Context: an optimization exercise on an open-source flow, tuned for small area. The choices shown serve that exercise and are no tape-out recipe. Only simulation tests tie the RTL to the original design; equivalence was not proved. Power and IR drop assume default switching activity.

==> inputs of branch juniper <==
==> flow/design.v <==
module npl_cell #(
	parameter int DEPTH = 16
) (
	input  logic        clk,
	input  logic [13:0] d,
	output logic [13:0] last,
	output logic [13:0] next
);
	logic [13:0] stage_q [0:DEPTH-1];
	always_ff @(posedge clk) begin
		stage_q[0] <= d;
		for (int s = 1; s < DEPTH; s++)
			stage_q[s] <= stage_q[s-1];
	end
	assign last = stage_q[DEPTH-1];
	assign next = stage_q[DEPTH-2];
endmodule
module npl_ctrl (
	input  logic        clk,
	input  logic        arst_n,
	input  logic        in_valid,
	output logic        in_ready,
	input  logic        in_op,
	input  logic [6:0]  in_pitch,
	input  logic [6:0]  in_velocity,
	output logic        out_valid,
	input  logic        out_ready,
	output logic        out_new_valid,
	output logic [6:0]  out_new_pitch,
	output logic [6:0]  out_new_velocity,
	output logic        out_old_valid,
	output logic [6:0]  out_old_pitch,
	output logic        out_dropped,
	input  logic        cfg_valid,
	output logic        cfg_ready,
	input  logic        cfg_index,
	input  logic [4:0]  cfg_data,
	output logic [13:0] ring_d,
	input  logic [13:0] ring_last,
	input  logic [13:0] ring_next
);
	localparam logic [1:0] ST_IDLE = 2'd0;
	localparam logic [1:0] ST_PASS = 2'd1;
	localparam logic [1:0] ST_DONE = 2'd2;
	logic [1:0]  st_q;
	logic [3:0]  idx_q;
	logic [4:0]  len_q;
	logic [1:0]  mode_q;
	logic [4:0]  mv_q;
	logic        placed_q;
	logic        rm_q;
	logic        snd_q;
	logic        ov_q;
	logic        onv_q;
	logic [13:0] onew_q;
	logic        oov_q;
	logic [6:0]  oold_q;
	logic        odr_q;
	logic [6:0]  q;
	logic        gt, lt, eq, outranks;
	logic        in_pass, last_cyc, at_v, before_v, past_len, in_len;
	logic        place_now, rm_now, matched;
	logic        new_ok, old_ok;
	logic [3:0]  len_m1;
	assign q        = ring_next[13:7];
	assign gt       = in_pitch > q;
	assign lt       = in_pitch < q;
	assign eq       = in_pitch == q;
	always_comb begin
		case (mode_q)
			2'd0:    outranks = 1'b1;
			2'd1:    outranks = gt;
			2'd2:    outranks = lt;
			default: outranks = 1'b0;
		endcase
	end
	assign in_pass  = (st_q == ST_PASS);
	assign last_cyc = (idx_q == 4'd15);
	assign at_v     = (idx_q == mv_q[3:0]);
	assign before_v = ({1'b0, idx_q} < mv_q);
	assign in_len   = ({1'b0, idx_q} < len_q);
	assign past_len = len_q[4] ? last_cyc : !in_len;
	assign place_now = !placed_q && (past_len || outranks);
	assign rm_now    = in_len && eq;
	assign matched   = rm_q || rm_now;
	always_comb begin
		if (in_pass && !in_op && !placed_q && place_now)
			ring_d = {in_pitch, in_velocity};
		else if (in_pass && (in_op ? rm_q : !placed_q))
			ring_d = ring_next;
		else
			ring_d = ring_last;
	end
	assign new_ok = in_op ? ((mv_q != 5'd0) && (mv_q <= len_q))
	                      : ((mv_q == 5'd0) || snd_q || before_v);
	assign len_m1 = len_q[4] ? 4'd15 : len_q[3:0];
	assign old_ok = !in_op && snd_q && !mv_q[4] && (mv_q[3:0] <= len_m1);
	assign in_ready  = (st_q == ST_DONE);
	assign cfg_ready = 1'b1;
	always_ff @(posedge clk or negedge arst_n) begin
		if (!arst_n) begin
			st_q     <= ST_IDLE;
			idx_q    <= 4'd0;
			len_q    <= 5'd0;
			mode_q   <= 2'd0;
			mv_q     <= 5'd0;
			placed_q <= 1'b0;
			rm_q     <= 1'b0;
			snd_q    <= 1'b0;
			ov_q     <= 1'b0;
		end else begin
			idx_q <= idx_q + 4'd1;
			if (cfg_valid) begin
				if (cfg_index)
					mv_q   <= cfg_data;
				else
					mode_q <= cfg_data[1:0];
			end
			if (ov_q && out_ready)
				ov_q <= 1'b0;
			case (st_q)
				ST_IDLE: begin
					if (in_valid && !ov_q && last_cyc)
						st_q <= ST_PASS;
				end
				ST_PASS: begin
					if (!in_op) begin
						placed_q <= placed_q || place_now;
						snd_q    <= snd_q || (before_v && (eq || place_now));
					end else begin
						rm_q     <= matched;
					end
					if (last_cyc) begin
						placed_q <= 1'b0;
						rm_q     <= 1'b0;
						snd_q    <= 1'b0;
						if (!in_op) begin
							idx_q <= 4'd1;
							if (!len_q[4])
								len_q <= len_q + 5'd1;
							st_q  <= ST_DONE;
						end else if (matched) begin
							len_q <= len_q - 5'd1;
						end else begin
							st_q  <= ST_DONE;
						end
					end
				end
				default: begin
					ov_q <= 1'b1;
					st_q <= ST_IDLE;
				end
			endcase
		end
	end
	always_ff @(posedge clk) begin
		if (in_pass) begin
			if (in_op ? at_v : place_now && !placed_q) begin
				onv_q  <= new_ok;
				onew_q <= new_ok ? ring_d : 14'd0;
			end
			if (at_v) begin
				oov_q  <= old_ok;
				oold_q <= old_ok ? ring_d[13:7] : 7'd0;
			end
			if (last_cyc)
				odr_q  <= !in_op && len_q[4];
		end
	end
	assign out_valid        = ov_q;
	assign out_new_valid    = onv_q;
	assign out_new_pitch    = onew_q[13:7];
	assign out_new_velocity = onew_q[6:0];
	assign out_old_valid    = oov_q;
	assign out_old_pitch    = oold_q;
	assign out_dropped      = odr_q;
endmodule
module note_priority_list (
	input  logic       clk,
	input  logic       arst_n,
	input  logic       in_valid,
	output logic       in_ready,
	input  logic       in_op,
	input  logic [6:0] in_pitch,
	input  logic [6:0] in_velocity,
	output logic       out_valid,
	input  logic       out_ready,
	output logic       out_new_valid,
	output logic [6:0] out_new_pitch,
	output logic [6:0] out_new_velocity,
	output logic       out_old_valid,
	output logic [6:0] out_old_pitch,
	output logic       out_dropped,
	input  logic       cfg_valid,
	output logic       cfg_ready,
	input  logic       cfg_index,
	input  logic [4:0] cfg_data
);
	logic [13:0] ring_d;
	logic [13:0] ring_last;
	logic [13:0] ring_next;
	npl_ctrl u_ctrl (
		.clk              (clk),
		.arst_n           (arst_n),
		.in_valid         (in_valid),
		.in_ready         (in_ready),
		.in_op            (in_op),
		.in_pitch         (in_pitch),
		.in_velocity      (in_velocity),
		.out_valid        (out_valid),
		.out_ready        (out_ready),
		.out_new_valid    (out_new_valid),
		.out_new_pitch    (out_new_pitch),
		.out_new_velocity (out_new_velocity),
		.out_old_valid    (out_old_valid),
		.out_old_pitch    (out_old_pitch),
		.out_dropped      (out_dropped),
		.cfg_valid        (cfg_valid),
		.cfg_ready        (cfg_ready),
		.cfg_index        (cfg_index),
		.cfg_data         (cfg_data),
		.ring_d           (ring_d),
		.ring_last        (ring_last),
		.ring_next        (ring_next)
	);
	npl_cell #(
		.DEPTH (16)
	) u_list (
		.clk  (clk),
		.d    (ring_d),
		.last (ring_last),
		.next (ring_next)
	);
endmodule
==> flow/flow/run.sh <==
#!/bin/bash
# The standard layout with two changes:
# - synthesis maps the logic with an area-only ABC script (flow/area.abc) and without the
#   full/half-adder extraction; everything up to and including flip-flop mapping is unchanged,
#   so the registers keep the standard synthesis's names and cells;
# - the port buffers are plain buf_1 cells.
# make's output goes to flow.log; each ORFS step keeps its own log under orfs/logs.
set -euo pipefail
here=$PWD
# synthesis script: the standard flow's, sourcing a copy of ORFS's synth.tcl whose abc call uses area.abc
sed 's#log_cmd abc {\*}$abc_args$#log_cmd abc -script $::env(NPL_ABC_SCRIPT) {*}$lib_args {*}$lib_dont_use_args#' \
	"$FLOW_HOME/scripts/synth.tcl" > "$here/npl_synth_body.tcl"
grep -q 'NPL_ABC_SCRIPT' "$here/npl_synth_body.tcl"
sed "s#source \$::env(SCRIPTS_DIR)/synth.tcl#source $here/npl_synth_body.tcl#" \
	"$here/synth_recipe.tcl" > "$here/npl_synth.tcl"
grep -q 'npl_synth_body.tcl' "$here/npl_synth.tcl"
bash standard.sh \
	"SYNTH_SCRIPT=$here/npl_synth.tcl" \
	"NPL_ABC_SCRIPT=$here/flow/area.abc" \
	"ADDER_MAP_FILE=" \
	"BUFFER_PORTS_ARGS=-buffer_cell sky130_fd_sc_hd__buf_1" \
	finish > "$here/flow.log" 2>&1
==> flow/flow/area.abc <==
strash
balance
rewrite
refactor
balance
rewrite
rewrite -z
balance
refactor -z
rewrite -z
balance
dch -f
amap
==> flow/standard.sh <==
#!/bin/bash
# synth_recipe.tcl (not shown) runs the flow's synth.tcl, then flattens the netlist and writes it again
# the make line also repeats each setting of config.mk as NAME=value (left out here)
make -C /OpenROAD-flow-scripts/flow DESIGN_CONFIG=/design/flow/config.mk WORK_HOME=/design/flow/orfs CLKGATE_MAP_FILE= SYNTH_SCRIPT=/design/flow/synth_recipe.tcl "${@:-finish}"
==> flow/config.mk <==
export PLATFORM = sky130hd
export DESIGN_NAME = note_priority_list
export DESIGN_NICKNAME = note_priority_list
export VERILOG_FILES = /design/flow/design.v
export SDC_FILE = /design/flow/constraint.sdc
export NUM_CORES = 4
export LEC_CHECK = 0
export ABC_AREA = 1
export CAP_MARGIN = 20
export CORE_MARGIN = 2
export CORE_UTILIZATION = 40
export CTS_BUF_LIST = sky130_fd_sc_hd__clkbuf_8
export CTS_CLUSTER_DIAMETER = 100
export CTS_CLUSTER_SIZE = 18
export PLACE_DENSITY = 0.6
export SLEW_MARGIN = 20
==> flow/constraint.sdc <==
create_clock -name core_clock -period 5.0 [get_ports {clk}]
set_input_delay 1.0000 -clock core_clock [delete_from_list [all_inputs] [get_ports {clk}]]
set_output_delay 1.0000 -clock core_clock [all_outputs]
set_load 0.01 [all_outputs]
==> branch indigo (differences from branch juniper) <==
--- a/flow/design.v
+++ b/flow/design.v
@@ -48,19 +48,11 @@
 	logic [1:0]  mode_q;
 	logic [4:0]  mv_q;
-	logic        placed_q;
-	logic        rm_q;
+	logic        flag_q;
 	logic        snd_q;
-	logic        ov_q;
-	logic        onv_q;
-	logic [13:0] onew_q;
-	logic        oov_q;
-	logic [6:0]  oold_q;
-	logic        odr_q;
 	logic [6:0]  q;
 	logic        gt, lt, eq, outranks;
-	logic        in_pass, last_cyc, at_v, before_v, past_len, in_len;
-	logic        place_now, rm_now, matched;
-	logic        new_ok, old_ok;
-	logic [3:0]  len_m1;
+	logic        in_pass, done, last_cyc, at_v, before_v, past_len, in_len;
+	logic        place_now, matched, adv;
+	logic        new_ok, old_ok, show;
 	assign q        = ring_next[13:7];
 	assign gt       = in_pitch > q;
@@ -76,4 +68,5 @@
 	end
 	assign in_pass  = (st_q == ST_PASS);
+	assign done     = (st_q == ST_DONE);
 	assign last_cyc = (idx_q == 4'd15);
 	assign at_v     = (idx_q == mv_q[3:0]);
@@ -81,32 +74,28 @@
 	assign in_len   = ({1'b0, idx_q} < len_q);
 	assign past_len = len_q[4] ? last_cyc : !in_len;
-	assign place_now = !placed_q && (past_len || outranks);
-	assign rm_now    = in_len && eq;
-	assign matched   = rm_q || rm_now;
+	assign place_now = !in_op && !flag_q && (past_len || outranks);
+	assign matched   = flag_q || (in_len && eq);
+	assign adv       = in_pass && (in_op == flag_q);
 	always_comb begin
-		if (in_pass && !in_op && !placed_q && place_now)
+		if (in_pass && place_now)
 			ring_d = {in_pitch, in_velocity};
-		else if (in_pass && (in_op ? rm_q : !placed_q))
+		else if (adv)
 			ring_d = ring_next;
 		else
 			ring_d = ring_last;
 	end
-	assign new_ok = in_op ? ((mv_q != 5'd0) && (mv_q <= len_q))
-	                      : ((mv_q == 5'd0) || snd_q || before_v);
-	assign len_m1 = len_q[4] ? 4'd15 : len_q[3:0];
-	assign old_ok = !in_op && snd_q && !mv_q[4] && (mv_q[3:0] <= len_m1);
-	assign in_ready  = (st_q == ST_DONE);
+	assign show      = done && at_v && out_ready;
+	assign in_ready  = show;
+	assign out_valid = show;
 	assign cfg_ready = 1'b1;
 	always_ff @(posedge clk or negedge arst_n) begin
 		if (!arst_n) begin
-			st_q     <= ST_IDLE;
-			idx_q    <= 4'd0;
-			len_q    <= 5'd0;
-			mode_q   <= 2'd0;
-			mv_q     <= 5'd0;
-			placed_q <= 1'b0;
-			rm_q     <= 1'b0;
-			snd_q    <= 1'b0;
-			ov_q     <= 1'b0;
+			st_q   <= ST_IDLE;
+			idx_q  <= 4'd0;
+			len_q  <= 5'd0;
+			mode_q <= 2'd0;
+			mv_q   <= 5'd0;
+			flag_q <= 1'b0;
+			snd_q  <= 1'b0;
 		end else begin
 			idx_q <= idx_q + 4'd1;
@@ -117,62 +106,49 @@
 					mode_q <= cfg_data[1:0];
 			end
-			if (ov_q && out_ready)
-				ov_q <= 1'b0;
 			case (st_q)
 				ST_IDLE: begin
-					if (in_valid && !ov_q && last_cyc)
+					flag_q <= 1'b0;
+					snd_q  <= 1'b0;
+					if (in_valid && last_cyc)
 						st_q <= ST_PASS;
 				end
 				ST_PASS: begin
 					if (!in_op) begin
-						placed_q <= placed_q || place_now;
-						snd_q    <= snd_q || (before_v && (eq || place_now));
+						flag_q <= flag_q || place_now;
+						snd_q  <= snd_q || (before_v && (eq || place_now));
 					end else begin
-						rm_q     <= matched;
+						flag_q <= matched;
 					end
 					if (last_cyc) begin
-						placed_q <= 1'b0;
-						rm_q     <= 1'b0;
-						snd_q    <= 1'b0;
 						if (!in_op) begin
-							idx_q <= 4'd1;
+							idx_q  <= 4'd1;
+							flag_q <= len_q[4];
 							if (!len_q[4])
 								len_q <= len_q + 5'd1;
-							st_q  <= ST_DONE;
-						end else if (matched) begin
-							len_q <= len_q - 5'd1;
+							st_q   <= ST_DONE;
 						end else begin
-							st_q  <= ST_DONE;
+							flag_q <= 1'b0;
+							if (matched)
+								len_q <= len_q - 5'd1;
+							else
+								st_q  <= ST_DONE;
 						end
 					end
 				end
 				default: begin
-					ov_q <= 1'b1;
-					st_q <= ST_IDLE;
+					if (show)
+						st_q <= ST_IDLE;
 				end
 			endcase
 		end
 	end
-	always_ff @(posedge clk) begin
-		if (in_pass) begin
-			if (in_op ? at_v : place_now && !placed_q) begin
-				onv_q  <= new_ok;
-				onew_q <= new_ok ? ring_d : 14'd0;
-			end
-			if (at_v) begin
-				oov_q  <= old_ok;
-				oold_q <= old_ok ? ring_d[13:7] : 7'd0;
-			end
-			if (last_cyc)
-				odr_q  <= !in_op && len_q[4];
-		end
-	end
-	assign out_valid        = ov_q;
-	assign out_new_valid    = onv_q;
-	assign out_new_pitch    = onew_q[13:7];
-	assign out_new_velocity = onew_q[6:0];
-	assign out_old_valid    = oov_q;
-	assign out_old_pitch    = oold_q;
-	assign out_dropped      = odr_q;
+	assign new_ok = in_op ? ((mv_q != 5'd0) && (mv_q <= len_q)) : ((mv_q == 5'd0) || snd_q);
+	assign old_ok = !in_op && snd_q && (mv_q < len_q);
+	assign out_new_valid                     = new_ok;
+	assign {out_new_pitch, out_new_velocity} = !new_ok ? 14'd0 :
+	                                           in_op ? ring_last : {in_pitch, in_velocity};
+	assign out_old_valid                     = old_ok;
+	assign out_old_pitch                     = old_ok ? ring_next[13:7] : 7'd0;
+	assign out_dropped                       = !in_op && flag_q;
 endmodule
 module note_priority_list (
--- a/flow/flow/area.abc
+++ b/flow/flow/area.abc
@@ -10,4 +10,7 @@
 rewrite -z
 balance
+&get -n
+&deepsyn -I 1 -J 100
+&put
 dch -f
 amap
- CORE_UTILIZATION: 40 -> 70
- CTS_CLUSTER_SIZE: 18 -> 20
- PLACE_DENSITY: 0.6 -> 0.85
==> branch quartz (differences from branch juniper) <==
--- a/flow/flow/area.abc
+++ b/flow/flow/area.abc
@@ -10,4 +10,7 @@
 rewrite -z
 balance
+&get -n
+&deepsyn -I 1 -J 100
+&put
 dch -f
 amap
==> summary of the runs <==
In branch quartz the clock power is higher than in branch indigo, by 9.4%. The lowest clock skew belongs to branch juniper, the highest to branch quartz. Routed wire length, lowest first: branch indigo, branch quartz, branch juniper. In non-clock buffer count, branch juniper and branch indigo do not differ. Between branch juniper and branch quartz, the lower area after synthesis is in branch quartz (gap 2.7%, measured against branch quartz). Global-route usage: branch juniper is lower than branch quartz (0.24 points). Worst hold slack, lowest first: branch indigo, branch quartz, branch juniper. The highest first-iteration DRC count belongs to branch indigo, the lowest to branch quartz. Between branch indigo and branch juniper, the lower critical path depth is in branch juniper (gap 1).
==> figures <==
metric                                                                                                branch indigo             branch juniper                   branch quartz
Number of filler cells placed in the layout                                                                     503                       1581                            1479
Async set-or-reset flop fraction in the synthesized netlist                                                  0.0820                     0.0815                          0.0815
Number of clock-tree buffers in the layout                                                                       16                         18                              18
Global routing met2 resource utilization                                                                      0.379                      0.197                           0.204
Run status                                                                                  complete, no violations    complete, no violations         complete, no violations
Inverter count of the layout excluding clock inverters                                                           59                         49                              45
Post-synthesis simple-gate area fraction                                                                     0.0497                     0.0579                          0.0421
Detailed router's first-iteration violation count                                                               282                        261                             223
Critical path's most frequent cell                                                          sky130_fd_sc_hd__nor2_1                          -        sky130_fd_sc_hd__o21ai_0
Cell-internal power                                                                                         2.69 mW                    2.99 mW                         2.84 mW
Startpoint of the worst-slack reg-to-reg timing path                                 u_list.stage_q[14][11]$_DFF_P_  u_ctrl.idx_q[1]$_DFF_PN0_  u_list.stage_q[14][12]$_DFF_P_
Total number of vias                                                                                           3447                       3638                            3456
Multi-input gate share of the layout cell area                                                                0.132                      0.125                           0.106
Detailed-route wire length on metal 1                                                                       4.58 mm                    5.12 mm                         5.17 mm
Cell area after synthesis                                                                                 6090 um^2                  6900 um^2                       6720 um^2
Clock transition time at the flip-flop clock pins of the worst setup and hold paths                         0.11 ns                    0.11 ns                         0.10 ns
Area share of the leading cell type in the synthesized netlist                                                0.736                      0.650                           0.668
R2R Setup Slk                                                                                               1.44 ns                    1.79 ns                         1.52 ns
Max transition margin                                                                                         0.337                      0.435                           0.358

## static timing again, ports no longer ideal
No port has a modelled driver above. Below, the same layouts with a new extraction and two added sets of constraints. Step 1, drivers: a clkbuf_16 drives clk and a buf_2 each remaining input, both assumed. Step 2 also shifts input and output timing later by t, the mid clock arrival at the registers, as if the neighbouring blocks saw the same clock. Three values: ideal, step 1, step 2; two values: the first two.
run	t, ns	slack for setup (ns)	hold WS [ns]	clock arrival spread, ns	cell pins on the clock port's net
branch juniper	0.535	1.620 / 1.634 / 1.099	0.324 / 0.324 / 0.324	0.020 / 0.020	1
branch indigo	0.521	1.073 / 1.071 / 0.550	0.308 / 0.308 / 0.308	0.035 / 0.034	1
branch quartz	0.533	1.310 / 1.303 / 0.770	0.315 / 0.315 / 0.315	0.034 / 0.034	1
After both steps setup and hold are still met in every run listed. For branch quartz, which loses most, drivers alone change the setup slack by -0.007 ns; drivers and shift together by -0.540 ns.
